Context: an optimization exercise on an open-source flow, tuned for small area and a short achievable clock period. The choices shown serve that exercise and are no tape-out recipe.
RTL that was checked went through simulation tests only; none was proved equivalent to the original.
No activity file was given, so power comes from the tool's default toggle rates.

== north ==
// pst_brain_core
module pst_brain_core (
  input  logic       clk,
  input  logic       rst,
  input  logic [7:0] cur0,
  input  logic [7:0] cur1,
  input  logic [7:0] cur2,
  input  logic [7:0] cur3,
  output logic [7:0] phase0,
  output logic [7:0] phase1,
  output logic [7:0] phase2,
  output logic [7:0] phase3,
  output logic [2:0] winner,
  output logic [7:0] winner_score,
  output logic [7:0] winner_rel,
  output logic [7:0] w_ab,
  output logic [7:0] w_ac,
  output logic [7:0] w_ad,
  output logic [7:0] w_bc,
  output logic [7:0] w_bd,
  output logic [7:0] w_cd,
  output logic [7:0] seq_slot_A,
  output logic [7:0] seq_slot_B,
  output logic       seq_force_valid,
  output logic [7:0] seq_force_pred,
  output logic [7:0] pred_out,
  output logic [7:0] pred_err,
  output logic       reward_out,
  output logic [2:0] gamma_cnt,
  output logic [2:0] theta_cnt,
  output logic       theta_tick,
  output logic       episode_last,
  output logic [2:0] ep_winner,
  output logic [3:0] ep_strength,
  output logic       ep_valid,
  output logic       exploit_mode,
  output logic       explore_mode,
  output logic [1:0] confidence_level,
  output logic       err_explore,
  output logic       delta_tick,
  output logic [2:0] topic_winner,
  output logic [2:0] topic_strength,
  output logic       topic_valid
);
Size: about 3000 cells after synthesis, ~320 flip-flops, roughly 23000 um^2 of cells after synthesis.
==> flow/config.mk <==
export PLATFORM = sky130hd
export DESIGN_NAME = pst_brain_core
export DESIGN_NICKNAME = pst_brain_core
export VERILOG_FILES = /design/flow/design.v
export SDC_FILE = /design/flow/constraint.sdc
export NUM_CORES = 4
export LEC_CHECK = 0
export ABC_AREA = 1
export CAP_MARGIN = 20
export CORE_MARGIN = 2
export CORE_UTILIZATION = 40
export SLEW_MARGIN = 20
==> flow/constraint.sdc <==
create_clock -name core_clock -period 40.0 [get_ports {clk}]
set_input_delay 8.0000 -clock core_clock [delete_from_list [all_inputs] [get_ports {clk}]]
set_output_delay 8.0000 -clock core_clock [all_outputs]
set_load 0.01 [all_outputs]
standard.sh (not shown) runs the stock make flow with config.mk's settings and CLKGATE_MAP_FILE= SYNTH_SCRIPT=/design/flow/synth_recipe.tcl, a recipe that flattens the netlist after the stock synthesis.
==> flow/flow/run.sh <==
#!/bin/bash
set -euo pipefail
bash standard.sh BUFFER_PORTS_ARGS="-buffer_cell sky130_fd_sc_hd__buf_1" finish > standard.log 2>&1
Inputs modified between north and south:
--- a/flow/design.v
+++ b/flow/design.v
@@ -55,18 +55,19 @@
   logic [2:0] r_ep_cnt  [6];
   logic       r_theta_tick, r_delta_tick, r_ep_valid, r_topic_valid;
   logic [2:0] r_ep_winner, r_topic_winner, r_topic_strength;
   logic [3:0] r_ep_strength;
   logic [2:0] r_vb, r_vm, r_ub, r_um;
   logic       r_explore, r_fv;
   logic [7:0] r_fpred;
   logic [7:0] r_es  [6];
   logic [5:0] r_el;
+  logic [5:0] r_wb  [6];
   logic       r_elast, r_exploit;
   function automatic logic [8:0] addc8(input logic [7:0] a, input logic [7:0] b,
                                        input logic ci);
     logic       c;
     logic [7:0] s;
     c = ci;
     for (int i = 0; i < 8; i++) begin
       s[i] = a[i] ^ b[i] ^ c;
       c    = (a[i] & b[i]) | (c & (a[i] ^ b[i]));
@@ -125,19 +126,19 @@
     for (int p = 0; p < 6; p++) begin
       e_init[p] = 8'd127 + {2'b0, w_wb[p]};
       e_dec[p]  = r_sp[pair_a(p)] ^ r_sp[pair_b(p)];
     end
   logic [5:0] w_valid;
   logic [7:0] w_score [6];
   always_comb
     for (int p = 0; p < 6; p++) begin
       w_valid[p] = r_sp[pair_a(p)] & r_sp[pair_b(p)];
-      w_score[p] = w_valid[p] ? r_es[p] : {2'b0, w_wb[p]};
+      w_score[p] = w_valid[p] ? r_es[p] : {2'b0, r_wb[p]};
     end
   logic       t01, t23, t45, gBA, gCA, gCB, wA, wB, wC;
   logic [7:0] s01, s23, s45;
   logic [5:0] w_win1h;
   logic [2:0] w_winner;
   logic [7:0] w_best;
   always_comb begin
     t01 = w_score[1] > w_score[0];
     t23 = w_score[3] > w_score[2];
@@ -161,19 +162,19 @@
   logic [6:0] w_win_w;
   logic       w_win_coh, w_win_valid, w_win_rl;
   always_comb begin
     w_win_wb    = 6'd0;
     w_win_w     = 7'd0;
     w_win_coh   = 1'b0;
     w_win_valid = 1'b0;
     w_win_rl    = 1'b0;
     for (int p = 0; p < 6; p++) begin
-      w_win_wb    = w_win_wb | (w_win1h[p] ? w_wb[p] : 6'd0);
+      w_win_wb    = w_win_wb | (w_win1h[p] ? r_wb[p] : 6'd0);
       w_win_w     = w_win_w | (w_win1h[p] ? r_w[p] : 7'd0);
       w_win_valid = w_win_valid | (w_win1h[p] & w_valid[p]);
       w_win_rl    = w_win_rl | (w_win1h[p] & r_el[p]);
     end
     w_win_rel7 = w_best[6:0] - {1'b0, w_win_wb};
     w_best_rel = w_win_valid ? {w_win_rel7, w_win_rl} : 8'd0;
     w_win_coh  = w_win_valid & ({w_win_rel7, w_win_rl} >= 8'd235);
   end
   logic [7:0] w_pred, w_err;
@@ -257,18 +258,19 @@
   always_ff @(posedge clk)
     for (int p = 0; p < 6; p++) begin
       if (r_cnt == 8'd0) begin
         r_es[p] <= e_init[p];
         r_el[p] <= 1'b1;
       end else if (e_dec[p]) begin
         if (!r_el[p]) r_es[p] <= r_es[p] - 8'd1;
         r_el[p] <= ~r_el[p];
       end
+      r_wb[p] <= w_wb[p];
     end
   always_ff @(posedge clk or posedge rst) begin
     if (rst) begin
       r_cnt <= '0;
       r_sp  <= '0;
       r_jf  <= '0;
       r_vb <= '0; r_vm <= '0; r_ub <= '0; r_um <= '0;
       r_explore <= 1'b0;
       r_fv <= 1'b0; r_fpred <= '0;
### Flow results
Going from north to south, filler cell count in the final layout grew by a few percent. From north to south the numbers moved as follows: final-layout worst hold slack shows a reduction of 0.017 ns, area used by multi-input combinational logic shows an increase of 110 um^2, share of flip-flops with an asynchronous set or reset after synthesis shows a reduction of 8.4 points. south ends up with a power that is about 9% higher than in north. south: maximum number of pins on one net before global-route repair lower than north. Final non-filler cell total: north vs south, no meaningful difference.
Function not checked in south: the RTL went through the layout flow alone.

-- static timing again, ports no longer ideal --
Ports are ideal in the flow. The routed layouts listed here were re-timed in OpenROAD. Step 1 sets driving cells, clkbuf_16 on the clock port and buf_2 on the other inputs (assumed; they add their load-dependent delay and slew). Step 2 also shifts input and output timing later by t, the mid clock arrival at the registers, as if the neighbouring blocks saw the same clock. a / b / c = ideal ports / drivers / drivers and shift; a / b = the first two.
| run | shift t [ns] | setup WS [ns] | clock arrival spread, ns |
|---|---|---|---|
| north | 0.618 | 30.464 / 30.464 / 29.928 | 0.022 / 0.022 |
| south | 0.629 | 30.504 / 30.444 / 29.916 | 0.035 / 0.035 |
After both steps every run listed still meets setup and hold. For south, which loses most, drivers alone change the setup slack by -0.060 ns; drivers and shift together by -0.588 ns.
